This is an optimization exercise on Yosys and OpenROAD, whose aim is small area, a short achievable clock period and few clock cycles per item, not a production implementation.
At most, simulation tests tie the RTL to the original design; equivalence was not proved.
Power is estimated from default activity; no workload was simulated.

==> inputs of 05-06 <==
## air_quality_index_classifier
module air_quality_index_classifier (
  input  logic        clk,
  input  logic        rst_n,
  input  logic        in_valid,
  output logic        in_ready,
  input  logic        in_pollutant,
  input  logic [15:0] in_concentration_tenths,
  output logic        out_valid,
  input  logic        out_ready,
  output logic [9:0]  out_index_value,
  output logic [2:0]  out_category,
  input  logic        cfg_valid,
  output logic        cfg_ready,
  input  logic [1:0]  cfg_index_scheme
);
==> flow/config.mk <==
export PLATFORM = sky130hd
export DESIGN_NAME = air_quality_index_classifier
export DESIGN_NICKNAME = air_quality_index_classifier
export VERILOG_FILES = /design/flow/design.v
export SDC_FILE = /design/flow/constraint.sdc
export NUM_CORES = 4
export LEC_CHECK = 0
export ABC_AREA = 1
export CAP_MARGIN = 20
export CORE_MARGIN = 2
export CORE_UTILIZATION = 40
export SETUP_SLACK_MARGIN = 5
export SLEW_MARGIN = 20
export TNS_END_PERCENT = 0
==> flow/constraint.sdc <==
create_clock -name core_clock -period 10.0 [get_ports {clk}]
set_input_delay 2.0000 -clock core_clock [delete_from_list [all_inputs] [get_ports {clk}]]
set_output_delay 2.0000 -clock core_clock [all_outputs]
set_load 0.01 [all_outputs]
run.sh (not shown) runs the stock make flow with config.mk's settings and CLKGATE_MAP_FILE= SYNTH_SCRIPT=/design/flow/synth_recipe.tcl, a recipe that flattens the netlist after the stock synthesis.
==> inputs of 03-16, as changes to 05-06 <==
--- a/flow/design.v
+++ b/flow/design.v
@@ -175,16 +175,15 @@
 endmodule
 module aqic_mul (
   input  logic [9:0] x,
   input  logic [17:0] dig,
   input  logic [21:0] a,
   output logic [9:0]  ra,
   output logic [9:0]  rb,
-  output logic [4:0]  lg,
-  output logic [4:0]  lp
+  output logic        cin
 );
   logic pp0_0;
   logic pp0_1;
   logic pp0_2;
   logic pp0_3;
   logic pp0_4;
   logic pp0_5;
@@ -1050,31 +1049,15 @@
   assign rb[6] = fs135;
   assign ra[7] = fc136;
   assign rb[7] = fs137;
   assign ra[8] = fc138;
   assign rb[8] = hs139;
   assign ra[9] = hc140;
   assign rb[9] = a[21];
-  assign lg[0] = (g0_2 | (p0_2 & (g0_1 | (p0_1 & g0_0))));
-  assign lp[0] = (p0_2 & (p0_1 & p0_0));
-  assign lg[1] = (g0_5 | (p0_5 & (g0_4 | (p0_4 & g0_3))));
-  assign lp[1] = (p0_5 & (p0_4 & p0_3));
-  assign lg[2] = (g0_8 | (p0_8 & (g0_7 | (p0_7 & g0_6))));
-  assign lp[2] = (p0_8 & (p0_7 & p0_6));
-  assign lg[3] = (g0_11 | (p0_11 & (g0_10 | (p0_10 & g0_9))));
-  assign lp[3] = (p0_11 & (p0_10 & p0_9));
-  assign lg[4] = g0_12;
-  assign lp[4] = p0_12;
-endmodule
-module aqic_cin (
-  input  logic [4:0] lg,
-  input  logic [4:0] lp,
-  output logic       cin
-);
-  assign cin = (lg[4] | (lp[4] & (lg[3] | (lp[3] & (lg[2] | (lp[2] & (lg[1] | (lp[1] & lg[0]))))))));
+  assign cin = g4_12;
 endmodule
 module air_quality_index_classifier (
   input  logic        clk,
   input  logic        rst_n,
   input  logic        in_valid,
   output logic        in_ready,
   input  logic        in_pollutant,
@@ -1094,16 +1077,15 @@
   logic [9:0] x_a_r;
   logic [17:0] dig_nxt;
   logic [21:0] a_nxt;
   logic [2:0]  cat_nxt;
   logic        dbl;
   logic [9:0] x_m;
   logic [9:0]  ra_nxt, rb_nxt, ra_r, rb_r;
-  logic [4:0]  lg_nxt, lp_nxt, lg_r, lp_r;
-  logic        cin;
+  logic        cin_nxt, cin_r;
   logic [2:0]  out_cat_r;
   assign adv       = !out_valid_r || out_ready;
   assign in_ready  = adv;
   assign cfg_ready = 1'b1;
   always_ff @(posedge clk) begin
     if (!rst_n) begin
       scheme_r    <= aqic_pkg::SCHEME_RESET;
@@ -1133,30 +1115,23 @@
   assign x_m = dbl ? {x_a_r[8:0], 1'b0} : x_a_r;
   aqic_mul u_mul (
     .x   (x_m),
     .dig (dig_nxt),
     .a   (a_nxt),
     .ra  (ra_nxt),
     .rb  (rb_nxt),
-    .lg  (lg_nxt),
-    .lp  (lp_nxt)
-  );
-  aqic_cin u_cin (
-    .lg  (lg_r),
-    .lp  (lp_r),
-    .cin (cin)
+    .cin (cin_nxt)
   );
   always_ff @(posedge clk) begin
     if (adv) begin
       sel_r     <= sel_nxt;
       x_a_r     <= in_concentration_tenths[9:0];
       ra_r      <= ra_nxt;
       rb_r      <= rb_nxt;
-      lg_r      <= lg_nxt;
-      lp_r      <= lp_nxt;
+      cin_r     <= cin_nxt;
       out_cat_r <= cat_nxt;
     end
   end
   assign out_valid       = out_valid_r;
-  assign out_index_value = ra_r + rb_r + 10'(cin);
+  assign out_index_value = ra_r + rb_r + 10'(cin_r);
   assign out_category    = out_cat_r;
 endmodule
TNS_END_PERCENT = not set   (was 0)
==> notes <==
- Of 05-06 and 03-16, 03-16 has the higher global-route usage (gap 2.8 points).
- Utilization: 03-16 is higher than 05-06 (3.7 points).
- In 05-06 the sequential share of layout area is higher than in 03-16, by 3.2 points.
- Between 03-16 and 05-06, the lower final cell count is in 05-06 (gap 1.3%, measured against 05-06).
- 03-16 finished with timing, DRC and antenna clean. 05-06 completed with no timing, DRC or antenna violations.
- Against 03-16, the via count of 05-06 is smaller by about 4%.
- Between 05-06 and 03-16, the lower clock skew is in 03-16 (gap 0.010 ns).
- Worst hold slack: 03-16 is lower than 05-06 (0.0038 ns).
- Between 05-06 and 03-16, the lower wire length is in 05-06 (gap 9.2%, measured against 03-16).
- Against 03-16, the first-iteration DRC count of 05-06 is lower by 34%.
- Against 03-16, the total power of 05-06 is lower by 19%.
- In 03-16 the die area is lower than in 05-06, by about 1%.
==> figures <==
item	03-16	05-06
Outcome	complete, no violations	complete, no violations
Die Area	23,500 um2	23,700 um2
Post-Route WL	37,100 um	33,700 um
Detailed-routing wirelength on met1	14,000 um	14,000 um
Number of inverters outside the clock class in the layout	277	286
DR iter-0 viols	1,392	914
Synth top area share	14.2%	16.7%
Final clock period utilization by the worst path	51.7%	51.0%
Nets	1,529	1,508
Flip-flop and latch count after synthesis	46	54
Global routing usage on met2	54.0%	47.3%
Delay of the slowest cell on the worst path	0.51 ns	0.50 ns
Reg-to-reg startpoint	sel_r[2]	sel_r[6]
Routed via count	10,000	9,602
Crit path required time	10.14 ns	10.07 ns
Initial core utilization	40.8%	40.9%
Area of the mapped netlist	8900 um2	8990 um2
Critical path arrival	5.30 ns	5.17 ns
Logic pwr share	80.7%	71.5%
Number of gates resized after CTS	76	26
Min Hold Slack	0.451 ns	0.455 ns
Post-place setup slack	4.25 ns	4.13 ns
Total number of clock tree sinks	46	54
Testbench counts of 05-06, summed over its fixed seeds: cycles 8,072, items 8,000.
Function not checked in 03-16: the RTL went through the layout flow alone.

* * *

==> run a: inputs <==
air_quality_index_classifier, a different RTL version from the one above (not shown whole).
==> flow/design.v (excerpt) <==
module air_quality_index_classifier (
  input  logic        clk,
  input  logic        rst_n,
  input  logic        in_valid,
  output logic        in_ready,
  input  logic        in_pollutant,
  input  logic [15:0] in_concentration_tenths,
  output logic        out_valid,
  input  logic        out_ready,
  output logic [9:0]  out_index_value,
  output logic [2:0]  out_category,
  input  logic        cfg_valid,
  output logic        cfg_ready,
  input  logic [1:0]  cfg_index_scheme
);
Settings: LEC_CHECK=0, ABC_AREA=1, CAP_MARGIN=20, CORE_MARGIN=2, CORE_UTILIZATION=40, SETUP_SLACK_MARGIN=5, SLEW_MARGIN=20, TNS_END_PERCENT=0; clock period 10.0 ns.
==> run b (differences from run a) <==
Settings changed: CORE_UTILIZATION 40 to 65, PLACE_DENSITY set to 0.75, TNS_END_PERCENT 0 to unset.
==> run c (differences from run a) <==
Settings changed: TNS_END_PERCENT 0 to unset.
==> reports/metrics.cfg <==
[outcome]
status = no timing/DRC/antenna violations

[cells_and_area]
postLayoutCoreUtil_pct = 46.22
postLayoutCellArea_um2 = 11240
multi_input_area_um2 = 6233
nets = 1543

[timing]
max_freq_ghz = 0.2034
finClkSkew_ps = 17.06

[detailed_routing]
wl_met3_um = 3009
routed_via_density = 5.710

[global_routing]
grt_max_degree = 65
first_global_vias = 9702
grt_pass1_wl_um = 56410

[worst_setup_path]
slowest_stage = dlygate4sd2_1
timing.critical_path.to = in_ready
cp.depth = 5

[power]
seq_power_share_pct = 17.7

[floorplanning]
fp.dieH_um = 161.2

[place]
placed_area_um2 = 10560

Source of the figures above: run c

==> reports/metrics.cfg <==
[cells_and_area]
nets = 1541
postLayoutCellArea_um2 = 11170
multi_input_area_um2 = 6185

[power]
seq_power_share_pct = 17.7
leakage_nw = 5.368

[global_routing]
grt_pass1_wl_um = 56280

[floorplanning]
fp.dieH_um = 161.2

[worst_setup_path]
slowest_stage = dlygate4sd2_1
crit_chain = dlygate4sd2_1 > nor2_4 > clkinvlp_4 > buf_12 > clkdlybuf4s15_2
cp.depth = 5

[detailed_routing]
wl_met3_um = 3125
routed_via_density = 5.708

[outcome]
status = no timing/DRC/antenna violations

[place]
placed_area_um2 = 10560

[min_path]
hold_depth = 0

[timing]
max_freq_ghz = 0.2034

Source of the figures above: run a

==> reports/metrics.cfg <==
[detailed_routing]
wl_met3_um = 5004
routed_via_density = 6.729

[cells_and_area]
multi_input_area_um2 = 6220
postLayoutCoreUtil_pct = 73.87

[outcome]
status = no timing/DRC/antenna violations

[power]
seq_power_share_pct = 14.8

[worst_setup_path]
slowest_stage = fa_1
timing.critical_path.to = out_idx_r[7]

[timing]
finClkSkew_ps = 10.84
max_freq_ghz = 0.1796

[global_routing]
first_global_vias = 10110

Source of the figures above: run b

Testbench counts of run a, summed over its fixed seeds: cycles 8,096, items 8,000.
Testbench counts of run b, summed over its fixed seeds: cycles 8,096, items 8,000.
Testbench counts of run c, summed over its fixed seeds: cycles 8,096, items 8,000.

* * *

==> try-indigo <==
air_quality_index_classifier, a different RTL version from the one above (not shown whole).
// air_quality_index_classifier
module air_quality_index_classifier (
  input  logic        clk,
  input  logic        rst_n,
  input  logic        in_valid,
  output logic        in_ready,
  input  logic        in_pollutant,
  input  logic [15:0] in_concentration_tenths,
  output logic        out_valid,
  input  logic        out_ready,
  output logic [9:0]  out_index_value,
  output logic [2:0]  out_category,
  input  logic        cfg_valid,
  output logic        cfg_ready,
  input  logic [1:0]  cfg_index_scheme
);
  logic        adv;
  logic [1:0]  scheme_r;
  logic        va_r, out_valid_r;
  logic [7:0]  sel_nxt, sel_r;
  logic [9:0] x_a_r;
  logic [17:0] dig_nxt;
  logic [22:0] a_nxt;
  logic [2:0]  cat_nxt;
  logic        dbl;
  logic [9:0] x_m;
  logic [9:0]  ra_nxt, rb_nxt, ra_r, rb_r;
  logic [4:0]  lg_nxt, lp_nxt, lg_r, lp_r;
  logic        cin;
  logic [2:0]  out_cat_r;
  assign adv       = !out_valid_r || out_ready;
  assign in_ready  = adv;
  assign cfg_ready = 1'b1;
  always_ff @(posedge clk) begin
    if (!rst_n) begin
      scheme_r    <= aqic_pkg::SCHEME_RESET;
      va_r        <= 1'b0;
      out_valid_r <= 1'b0;
    end else begin
      if (cfg_valid) scheme_r <= cfg_index_scheme;
      if (adv) begin
        va_r        <= in_valid;
        out_valid_r <= va_r;
      end
    end
  end
  aqic_band u_band (
    .pollutant (in_pollutant),
    .conc      (in_concentration_tenths),
    .scheme    (scheme_r),
    .sel       (sel_nxt)
  );
  aqic_interp u_interp (
    .sel      (sel_r),
    .dig      (dig_nxt),
    .a        (a_nxt),
    .category (cat_nxt),
    .dbl      (dbl)
  );
  assign x_m = dbl ? {x_a_r[8:0], 1'b0} : x_a_r;
  aqic_mul u_mul (
    .x   (x_m),
    .dig (dig_nxt),
  ...
Settings: LEC_CHECK=0, ABC_AREA=1, CAP_MARGIN=20, CORE_MARGIN=2, CORE_UTILIZATION=55, SETUP_SLACK_MARGIN=5, SLEW_MARGIN=20, TNS_END_PERCENT=0; clock period 10.0 ns.
==> try-umber (differences from try-indigo) <==
CORE_UTILIZATION = 40   (was 55)
GPL_ROUTABILITY_DRIVEN = 0   (was not set)
GPL_TIMING_DRIVEN = 1   (was not set)
==> try-sierra (differences from try-indigo) <==
CORE_UTILIZATION = 40   (was 55)
==> impl_metrics.tcl <==
set metrics [dict create \
    die_h_um 150 \
    timing.fmax_ghz 0.196 \
    vias 9631 \
    seq_area_frac 0.160 \
    fin_hold_ws_ns 0.447 \
    dp_hpwl_mm 23.1 \
    viasPerCell 6.09 \
    status "no timing/DRC/antenna violations" \
    rr_worst_depth 24 \
]
Source of the figures above: try-umber

==> impl_metrics.tcl <==
set metrics [dict create \
    status "no timing/DRC/antenna violations" \
    timing.fmax_ghz 0.198 \
    rr_worst_depth 20 \
    die_h_um 150 \
    vias 9577 \
    seq_area_frac 0.160 \
    dp_hpwl_mm 28.5 \
]
Source of the figures above: try-sierra

==> impl_metrics.tcl <==
set metrics [dict create \
    seq_area_frac 0.163 \
    status "no timing/DRC/antenna violations" \
    viasPerCell 6.38 \
    rr_worst_depth 25 \
    fin_hold_ws_ns 0.448 \
    vias 9534 \
]
Source of the figures above: try-indigo

Testbench counts of try-indigo, summed over its fixed seeds: cycles 8,072, items 8,000.
Testbench counts of try-umber, summed over its fixed seeds: cycles 8,072, items 8,000.
Testbench counts of try-sierra, summed over its fixed seeds: cycles 8,072, items 8,000.

* * *

==> inputs of job 1862 <==
air_quality_index_classifier, a different RTL version from the one above (not shown whole).
## air_quality_index_classifier
module air_quality_index_classifier (
  input  logic        clk,
  input  logic        rst_n,
  input  logic        in_valid,
  output logic        in_ready,
  input  logic        in_pollutant,
  input  logic [15:0] in_concentration_tenths,
  output logic        out_valid,
  input  logic        out_ready,
  output logic [9:0]  out_index_value,
  output logic [2:0]  out_category,
  input  logic        cfg_valid,
  output logic        cfg_ready,
  input  logic [1:0]  cfg_index_scheme
);
  logic        adv;
  logic [1:0]  scheme_r;
  logic        va_r, vb_r, out_valid_r;
  logic [7:0]  sel_nxt, sel_r;
  logic [9:0] x_a_r, x_b_r;
  logic [20:0] dig_nxt, dig_r;
  logic [21:0] a_nxt, a_r;
  logic [2:0]  cat_nxt, cat_r;
  logic [9:0]  idx_nxt;
  logic [9:0]  out_idx_r;
  logic [2:0]  out_cat_r;
  assign adv       = !out_valid_r || out_ready;
  assign in_ready  = adv;
  assign cfg_ready = 1'b1;
  always_ff @(posedge clk) begin
    if (!rst_n) begin
      scheme_r    <= aqic_pkg::SCHEME_RESET;
      va_r        <= 1'b0;
      vb_r        <= 1'b0;
      out_valid_r <= 1'b0;
    end else begin
      if (cfg_valid) scheme_r <= cfg_index_scheme;
      if (adv) begin
        va_r        <= in_valid;
        vb_r        <= va_r;
        out_valid_r <= vb_r;
      end
    end
  end
  aqic_band u_band (
    .pollutant (in_pollutant),
    .conc      (in_concentration_tenths),
    .scheme    (scheme_r),
    .sel       (sel_nxt)
  );
  aqic_interp u_interp (
    .sel      (sel_r),
    .dig      (dig_nxt),
    .a        (a_nxt),
    .category (cat_nxt)
  );
  aqic_mul u_mul (
    .x           (x_b_r),
    .dig         (dig_r),
    .a           (a_r),
    .index_value (idx_nxt)
  );
  always_ff @(posedge clk) begin
    if (adv) begin
      sel_r     <= sel_nxt;
      x_a_r     <= in_concentration_tenths[9:0];
      dig_r     <= dig_nxt;
      a_r       <= a_nxt;
      cat_r     <= cat_nxt;
      x_b_r     <= x_a_r;
      out_idx_r <= idx_nxt;
      out_cat_r <= cat_r;
    end
  end
  assign out_valid       = out_valid_r;
  assign out_index_value = out_idx_r;
  assign out_category    = out_cat_r;
  ...
==> flow/config.mk <==
export PLATFORM = sky130hd
export DESIGN_NAME = air_quality_index_classifier
export DESIGN_NICKNAME = air_quality_index_classifier
export VERILOG_FILES = /design/flow/design.v
export SDC_FILE = /design/flow/constraint.sdc
export NUM_CORES = 4
export LEC_CHECK = 0
export CAP_MARGIN = 20
export CORE_MARGIN = 2
export CORE_UTILIZATION = 40
export SETUP_SLACK_MARGIN = 5
export SLEW_MARGIN = 20
==> flow/constraint.sdc <==
create_clock -name core_clock -period 10.0 [get_ports {clk}]
set_input_delay 2.0000 -clock core_clock [delete_from_list [all_inputs] [get_ports {clk}]]
set_output_delay 2.0000 -clock core_clock [all_outputs]
set_load 0.01 [all_outputs]
==> job 2227 (differences from job 1862) <==
ABC_AREA = 1   (was not set)
==> comparison table <==
item	job 1862	job 2227
Outcome	complete, no violations	complete, no violations
Share of final-layout standard cells stronger than drive strength 1	9.99%	8.01%
Count of instances resized after the clock tree is built	7	13
# Post-CTS Setup Buffers	40	14
Utilization of the core after routing	45.4%	46.0%
Per-instance average area after synthesis	8.26 um2	7.24 um2
Area fraction of clock buffers and clock inverters	2.54%	2.81%
Clock network power share	10.0%	9.8%
Total sequential power	625 uW	663 uW
Clock network power	352 uW	375 uW
Complex-gate fraction of the synthesized area	24.6%	13.7%
Area of the mapped netlist	0.0105 mm2	0.0102 mm2
Nets in the synthesized netlist	1390	1526
Fraction of standard cell area in multi-input logic	60.8%	55.5%
Vias in the first global route	9735	9893
Testbench counts of job 1862, summed over its fixed seeds: cycles 8,096, items 8,000.
Testbench counts of job 2227, summed over its fixed seeds: cycles 8,096, items 8,000.

==> what the ideal ports hide <==
The results above use ideal ports. As a check the final layouts listed here were re-extracted and re-timed, cells and wires unchanged.
Step 1: set_driving_cell puts a clkbuf_16 on clk and a buf_2 on each other input, an assumption about the parent block.
Step 2 also shifts input and output timing later by t, the mid clock arrival at the registers, as if the neighbouring blocks saw the same clock.
Three values: ideal ports, drivers, drivers and shift; two values: the first two.
run	t (ns)	setup slack, ns	hold WS [ns]	slew at the worst register clock pin (ns)
05-06	0.356	4.897 / 4.897 / 4.702	0.455 / 0.455 / 0.455	0.08 / 0.08
03-16	0.335	4.834 / 4.834 / 4.779	0.451 / 0.451 / 0.451	0.06 / 0.06
run a	0.395	5.085 / 5.067 / 4.796	0.430 / 0.430 / 0.430	0.08 / 0.08
run b	0.402	4.431 / 4.431 / 4.431	0.423 / 0.423 / 0.423	0.07 / 0.07
run c	0.394	5.084 / 5.067 / 4.780	0.431 / 0.431 / 0.431	0.08 / 0.08
try-indigo	0.348	4.862 / 4.839 / 4.649	0.448 / 0.448 / 0.448	0.07 / 0.07
try-umber	0.343	4.886 / 4.881 / 4.562	0.447 / 0.447 / 0.447	0.08 / 0.08
try-sierra	0.349	4.959 / 4.935 / 4.633	0.459 / 0.459 / 0.459	0.08 / 0.08
job 1862	0.398	5.098 / 5.098 / 4.809	0.418 / 0.418 / 0.418	0.08 / 0.08
job 2227	0.393	5.080 / 5.060 / 4.795	0.410 / 0.410 / 0.410	0.08 / 0.08
After both steps setup and hold are still met in every run listed. The setup slack of try-sierra, which loses most, moves by -0.024 ns with the drivers and by -0.326 ns with both steps.
